What follows belongs to an exercise in optimizing a design on an open flow for small area, a short achievable clock period and few clock cycles; a production flow would make more cautious choices.
In this exercise RTL edits were held to simulation tests only and were not proved equivalent to the original.
No activity file was given, so power comes from the tool's default toggle rates.

==> job 1398 <==
Design exec_unit, start of the top module:
module exec_unit (
	input logic clk,
	input logic rst_n,
	input logic in_valid,
	output logic in_ready,
	input exec_pkg::issue_t in,
	output logic out_valid,
	input logic out_ready,
	output exec_pkg::result_t out,
	output logic mem_req_valid,
	output exec_pkg::mem_req_t mem_req,
	input logic mem_req_ready,
	input logic mem_rsp_valid,
	input logic [exec_pkg::xlen-1:0] mem_rdata
);
export LEC_CHECK = 0
export CAP_MARGIN = 20
export CORE_MARGIN = 2
export CORE_UTILIZATION = 35
export SETUP_SLACK_MARGIN = 1.5
export SLEW_MARGIN = 20
create_clock -name core_clock -period 6.5 [get_ports {clk}]
standard.sh (not shown) runs the stock make flow with config.mk's settings and CLKGATE_MAP_FILE= SYNTH_SCRIPT=/design/flow/synth_recipe.tcl, a recipe that flattens the netlist after the stock synthesis.
==> flow/flow/run.sh <==
#!/bin/bash
# Layout: the standard flow (standard.sh, unchanged synthesis and steps),
# except that the port buffers ORFS puts on every input and output are
# sky130_fd_sc_hd__buf_2 cells instead of the clkdlybuf4s50_1 delay cells
# buffer_ports picks on its own. The make output goes to flow_make.log here;
# each tool's own log is under orfs/logs/.
set -euo pipefail
export BUFFER_PORTS_ARGS="-buffer_cell sky130_fd_sc_hd__buf_2"
bash standard.sh > flow_make.log 2>&1
==> job 2774 (differences from job 1398) <==
--- a/flow/design.v
+++ b/flow/design.v
@@ -151,17 +151,18 @@
 	output logic is_half,
 	output logic is_uns,
 	output logic is_store,
 	output logic is_sw,
 	output logic [31:0] addr,
 	output logic [31:0] rd_value,
 	output logic rd_we,
 	output logic jump,
-	output logic [31:0] jump_target
+	output logic [31:0] jump_target,
+	output logic is_shift        
 );
 	logic sub_r, sub_i, logic_imm, shift_imm, op_add_r, op_add_i;
 	logic op_xor, op_or, op_and, op_sll, op_shr, op_sra, op_slt_r, op_slt_i, uns_cmp;
 	logic is_branch, is_link, is_jalr, is_lui, is_auipc;
 	op_decode u_dec (.op(op), .sub_r(sub_r), .sub_i(sub_i), .logic_imm(logic_imm),
 		.shift_imm(shift_imm), .op_add_r(op_add_r), .op_add_i(op_add_i), .op_xor(op_xor),
 		.op_or(op_or), .op_and(op_and), .op_sll(op_sll), .op_shr(op_shr), .op_sra(op_sra),
 		.op_slt_r(op_slt_r), .op_slt_i(op_slt_i), .uns_cmp(uns_cmp), .is_load(is_load),
@@ -187,46 +188,69 @@
 	assign set_bit = (op_slt_r & (uns_cmp ? lt_u_r : lt_s_r)) | (op_slt_i & (uns_cmp ? lt_u_i : lt_s_i));
 	logic [31:0] upper;
 	logic [31:0] tsum;
 	logic [31:0] link;
 	branch_unit u_br (.op(op), .eq(eq), .lt_s(lt_s_r), .lt_u(lt_u_r), .taken(jump));
 	assign upper = {imm[31:12], 12'b0};
 	assign tsum = pc + (is_auipc ? upper : imm);
 	assign link = pc + 32'd4;
-	assign jump_target = is_jalr ? {sum_i[31:1], 1'b0} : tsum;
+	assign jump_target = is_shift ? shift_info : (is_jalr ? {sum_i[31:1], 1'b0} : tsum);
 	assign rd_we = !(is_store | is_branch);
 	logic [31:0] bl;
 	assign bl = logic_imm ? imm : rs2;
 	logic [4:0] shamt;
-	logic [4:0] rot_amt;
+	logic [1:0] rot_lo;
+	logic [31:0] rot_in;
 	logic [63:0] rot2;
-	logic [31:0] rot, keep, sh;
+	logic [31:0] rot_part;
+	logic [31:0] shift_info;
 	assign shamt = shift_imm ? imm[4:0] : rs2[4:0];
-	assign rot_amt = op_sll ? 5'd0 - shamt : shamt;
-	assign rot2 = {rs1, rs1} >> rot_amt;
-	assign rot = rot2[31:0];
-	always_comb begin
-		for (int i = 0; i < 32; i++)
-			keep[i] = op_sll ? (5'(i) >= shamt) : (5'(31 - i) >= shamt);
-	end
-	assign sh = (rot & keep) | (~keep & {32{op_sra & rs1[31]}});
+	assign rot_lo = shamt[1:0] ^ {2{op_sll}};
+	assign rot_in = op_sll ? {rs1[0], rs1[31:1]} : rs1;
+	assign rot2 = {rot_in, rot_in} >> rot_lo;
+	assign rot_part = rot2[31:0];
+	assign is_shift = op_sll | op_shr;
+	assign shift_info = {25'b0, op_sra & rs1[31], op_sll, shamt};
 	logic [31:0] other;
 	always_comb begin
 		other = {31'b0, set_bit};
 		if (op_xor) other = other | (rs1 ^ bl);
 		if (op_or) other = other | (rs1 | bl);
 		if (op_and) other = other | (rs1 & bl);
-		if (op_sll | op_shr) other = other | sh;
+		if (is_shift) other = other | rot_part;
 		if (is_link) other = other | link;
 		if (is_lui) other = other | upper;
 		if (is_auipc) other = other | tsum;
 	end
 	assign rd_value = op_add_r ? sum_r : (op_add_i ? sum_i : other);
 endmodule
+module shift_tail (
+	input logic [31:0] part,
+	input logic [6:0] info,          
+	output logic [31:0] y
+);
+	logic [4:0] shamt;
+	logic left;
+	logic fill;
+	logic [2:0] rot_hi;
+	logic [63:0] rot2;
+	logic [31:0] rot, keep;
+	assign shamt = info[4:0];
+	assign left = info[5];
+	assign fill = info[6];
+	assign rot_hi = shamt[4:2] ^ {3{left}};
+	assign rot2 = {part, part} >> {rot_hi, 2'b00};
+	assign rot = rot2[31:0];
+	always_comb begin
+		for (int i = 0; i < 32; i++)
+			keep[i] = left ? (5'(i) >= shamt) : (5'(31 - i) >= shamt);
+	end
+	assign y = (rot & keep) | (~keep & {32{fill}});
+endmodule
 `timescale 1ns/1ps
 module branch_unit (
 	input exec_pkg::op_word_t op,
 	input logic eq,
 	input logic lt_s,
 	input logic lt_u,
 	output logic taken
 );
@@ -241,35 +265,43 @@
 	input logic [31:0] wdata,
 	input logic [1:0] off,
 	input logic is_byte,
 	input logic is_half,
 	input logic is_uns,
 	output logic [31:0] load_value,
 	output logic [31:0] merged
 );
-	logic [7:0] lane_b;
-	logic [15:0] lane_h;
-	assign lane_b = rdata[{off, 3'b000} +: 8];
-	assign lane_h = rdata[{off[1], 4'b0000} +: 16];
-	always_comb begin
-		if (is_byte)
-			load_value = {{24{lane_b[7] & !is_uns}}, lane_b};
-		else if (is_half)
-			load_value = {{16{lane_h[15] & !is_uns}}, lane_h};
-		else
-			load_value = rdata;
-	end
+	logic [1:0] sel;
+	logic [7:0] b0;
+	logic [7:0] b1;
+	logic sign;
+	assign sel = {(is_byte | is_half) & off[1], is_byte & off[0]};
 	always_comb begin
-		merged = rdata;
-		if (is_byte)
-			merged[{off, 3'b000} +: 8] = wdata[7:0];
-		else if (is_half)
-			merged[{off[1], 4'b0000} +: 16] = wdata[15:0];
+		case (sel)
+			2'd0: b0 = rdata[7:0];
+			2'd1: b0 = rdata[15:8];
+			2'd2: b0 = rdata[23:16];
+			default: b0 = rdata[31:24];
+		endcase
 	end
+	assign b1 = (is_half & off[1]) ? rdata[31:24] : rdata[15:8];
+	assign sign = !is_uns & (is_byte ? b0[7] : b1[7]);
+	assign load_value[7:0] = b0;
+	assign load_value[15:8] = is_byte ? {8{sign}} : b1;
+	assign load_value[31:16] = (is_byte | is_half) ? {16{sign}} : rdata[31:16];
+	logic [3:0] hit;
+	assign hit[0] = (is_byte & off == 2'd0) | (is_half & !off[1]);
+	assign hit[1] = (is_byte & off == 2'd1) | (is_half & !off[1]);
+	assign hit[2] = (is_byte & off == 2'd2) | (is_half & off[1]);
+	assign hit[3] = (is_byte & off == 2'd3) | (is_half & off[1]);
+	assign merged[7:0] = hit[0] ? wdata[7:0] : rdata[7:0];
+	assign merged[15:8] = hit[1] ? (is_byte ? wdata[7:0] : wdata[15:8]) : rdata[15:8];
+	assign merged[23:16] = hit[2] ? wdata[7:0] : rdata[23:16];
+	assign merged[31:24] = hit[3] ? (is_byte ? wdata[7:0] : wdata[15:8]) : rdata[31:24];
 endmodule
 `timescale 1ns/1ps
 module exec_unit (
 	input logic clk,
 	input logic rst_n,
 	input logic in_valid,
 	output logic in_ready,
 	input exec_pkg::issue_t in,
@@ -283,16 +315,17 @@
 	input logic [exec_pkg::xlen-1:0] mem_rdata
 );
 	logic r_res;             
 	logic r_mreq;            
 	logic [31:0] r_q;        
 	logic [31:0] r_p;        
 	logic r_we;              
 	logic r_jump;
+	logic r_shift;           
 	logic r_st;              
 	logic r_byte;            
 	logic r_half;            
 	logic r_uns;             
 	logic [1:0] r_off;       
 	logic s_res;             
 	logic s_lw;              
 	logic s_rmw;             
@@ -310,22 +343,26 @@
 	logic o_we;
 	logic o_jump;
 	logic is_mem;
 	logic is_load;
 	logic [31:0] res_rd;
 	logic [31:0] res_tgt;
 	logic res_we;
 	logic res_jump;
+	logic res_shift;
 	logic [31:0] addr;
 	logic a_byte, a_half, a_uns, a_st, a_sw;
 	alu u_alu (.op(in.op), .rs1(in.rs1), .rs2(in.rs2), .imm(in.imm.value), .pc(in.pc),
 		.is_mem(is_mem), .is_load(is_load), .is_byte(a_byte), .is_half(a_half),
 		.is_uns(a_uns), .is_store(a_st), .is_sw(a_sw), .addr(addr),
-		.rd_value(res_rd), .rd_we(res_we), .jump(res_jump), .jump_target(res_tgt));
+		.rd_value(res_rd), .rd_we(res_we), .jump(res_jump), .jump_target(res_tgt),
+		.is_shift(res_shift));
+	logic [31:0] r_shifted;
+	shift_tail u_sh (.part(r_q), .info(r_p[6:0]), .y(r_shifted));
 	logic [31:0] load_value;
 	logic [31:0] merged;
 	lsu u_lsu (.rdata(mem_rdata), .wdata(s_q), .off(s_off), .is_byte(s_byte), .is_half(s_half),
 		.is_uns(s_uns), .load_value(load_value), .merged(merged));
 	logic o_free;            
 	logic s_wreq;            
 	logic s_wdone;           
 	logic s_to_o;            
@@ -336,17 +373,18 @@
 	logic r_move;            
 	logic accept;
 	assign o_free = !out_valid || out_ready;
 	assign s_wreq = s_wr || (s_rmw && mem_rsp_valid);
 	assign s_wdone = s_wreq && mem_req_ready;
 	assign s_to_o = o_free && (s_res || (s_lw && mem_rsp_valid) || s_wdone);
 	assign s_keep = !o_free && ((s_lw && mem_rsp_valid) || s_wdone);
 	assign s_free = !(s_res || s_lw || s_rmw || s_wr) || s_to_o;
-	assign r_issue = r_mreq && !s_rmw && !s_wr && s_free;
+	assign r_issue = r_mreq && (!(s_res || s_lw || s_rmw || s_wr) ||
+		(o_free && (s_res || (s_lw && mem_rsp_valid))));
 	assign r_done = r_issue && mem_req_ready;
 	assign r_move = r_res && s_free;
 	assign in_ready = !(r_res || r_mreq) || r_move || r_done;
 	assign accept = in_valid && in_ready;
 	assign mem_req_valid = s_wreq || r_issue;
 	always_comb begin
 		if (s_rmw || s_wr) begin
 			mem_req.addr = s_p;
@@ -407,26 +445,27 @@
 		end
 	end
 	always_ff @(posedge clk) begin
 		if (accept) begin
 			r_q <= is_mem ? in.rs2 : res_rd;
 			r_p <= is_mem ? {addr[31:2], 2'b00} : res_tgt;
 			r_we <= is_mem ? a_sw : res_we;
 			r_jump <= res_jump;
+			r_shift <= res_shift;
 			r_st <= a_st;
 			r_byte <= a_byte;
 			r_half <= a_half;
 			r_uns <= a_uns;
 			r_off <= addr[1:0];
 		end
 	end
 	always_ff @(posedge clk) begin
 		if (r_move || r_done) begin
-			s_q <= r_we && r_done ? '0 : r_q;
+			s_q <= r_we && r_done ? '0 : (r_move && r_shift ? r_shifted : r_q);
 			s_p <= r_p;
 			s_we <= r_done ? 1'b0 : r_we;
 			s_jump <= r_done ? 1'b0 : r_jump;
 			s_byte <= r_byte;
 			s_half <= r_half;
 			s_uns <= r_uns;
 			s_off <= r_off;
 		end else if (s_keep) begin
==> flow/flow/run.sh (replaced) <==
#!/bin/bash
# Layout: the standard flow (standard.sh, unchanged synthesis and steps),
# except that the port buffers ORFS puts on every input and output are
# sky130_fd_sc_hd__buf_1 cells instead of the clkdlybuf4s50_1 delay cells
# buffer_ports picks on its own. The make output goes to flow_make.log here;
# each tool's own log is under orfs/logs/.
set -euo pipefail
export BUFFER_PORTS_ARGS="-buffer_cell sky130_fd_sc_hd__buf_1"
bash standard.sh > flow_make.log 2>&1
==> flow/config.mk (replaced) <==
export PLATFORM = sky130hd
export DESIGN_NAME = exec_unit
export DESIGN_NICKNAME = exec_unit
export VERILOG_FILES = /design/flow/design.v
export SDC_FILE = /design/flow/constraint.sdc
export NUM_CORES = 4
export LEC_CHECK = 0
export CAP_MARGIN = 20
export CORE_MARGIN = 2
export CORE_UTILIZATION = 35
export CTS_BUF_LIST = sky130_fd_sc_hd__clkbuf_4
export SETUP_SLACK_MARGIN = 2.5
export SLEW_MARGIN = 20
==> results.txt <==
| item | job 1398 | job 2774 |
|---|---|---|
| Run status | complete, no violations | complete, no violations |
| Most numerous cell on the critical path | sky130_fd_sc_hd__mux2i_1 | sky130_fd_sc_hd__a21o_1 |
| Number of tapcells | 882 | 873 |
| Gate power share | 0.424 | 0.447 |
| Global-route wire length before repair | 157000 um | 153000 um |
| Relative area of clock buffers and inverters in the final design | 0.0307 | 0.0299 |
| Fraction of the core area covered by cells at the end of the flow | 0.407 | 0.408 |
| Clock buffers created by TritonCTS | 25 | 61 |
| Clock Skew | 0.0304 ns | 0.0570 ns |
| Root buffer selected by CTS | sky130_fd_sc_hd__clkbuf_16 | sky130_fd_sc_hd__clkbuf_4 |
| Yosys Warn Count | 3 | 4 |
| Avg Cell Area, Syn | 8.48 um2 | 7.95 um2 |
| N_diodes | 3 | 2 |
| Number of buffers and inverters on the critical path | 2 | 3 |
| FF/Latch Area | 6420 um2 | 6450 um2 |
| Layout filler cell count | 7001 | 6978 |
| Number of gates given a new drive strength after cts | 7 | 43 |
| Final worst hold slack | 0.422 ns | 0.421 ns |
Testbench counts of job 1398, summed over its fixed seeds: cycles 3,300.
Testbench counts of job 2774, summed over its fixed seeds: cycles 3,300.

==> static timing again, ports no longer ideal <==
How much do the figures lean on ideal ports? The routed layouts below were timed once more, with nothing changed but the port constraints.
Step 1 sets driving cells, clkbuf_16 on the clock port and buf_2 on the other inputs (assumed; they add their load-dependent delay and slew).
Step 2 moves the port delays by t, midway between the first and last clock arrival at a register: inputs arrive t later, outputs are due t later. That takes back most of the time a late clock gives input paths.
a / b / c = no drivers / after step 1 / after step 2; a / b = the first two.
run | t (ns) | setup slack, ns | cell pins on the clock port's net
job 1398 | 0.595 | 1.449 / 1.489 / 0.894 | 1
job 2774 | 0.855 | 2.460 / 2.358 / 1.503 | 1
After both steps setup and hold are still met in every run listed. For job 2774, which loses most, drivers alone change the setup slack by -0.102 ns; drivers and shift together by -0.957 ns.
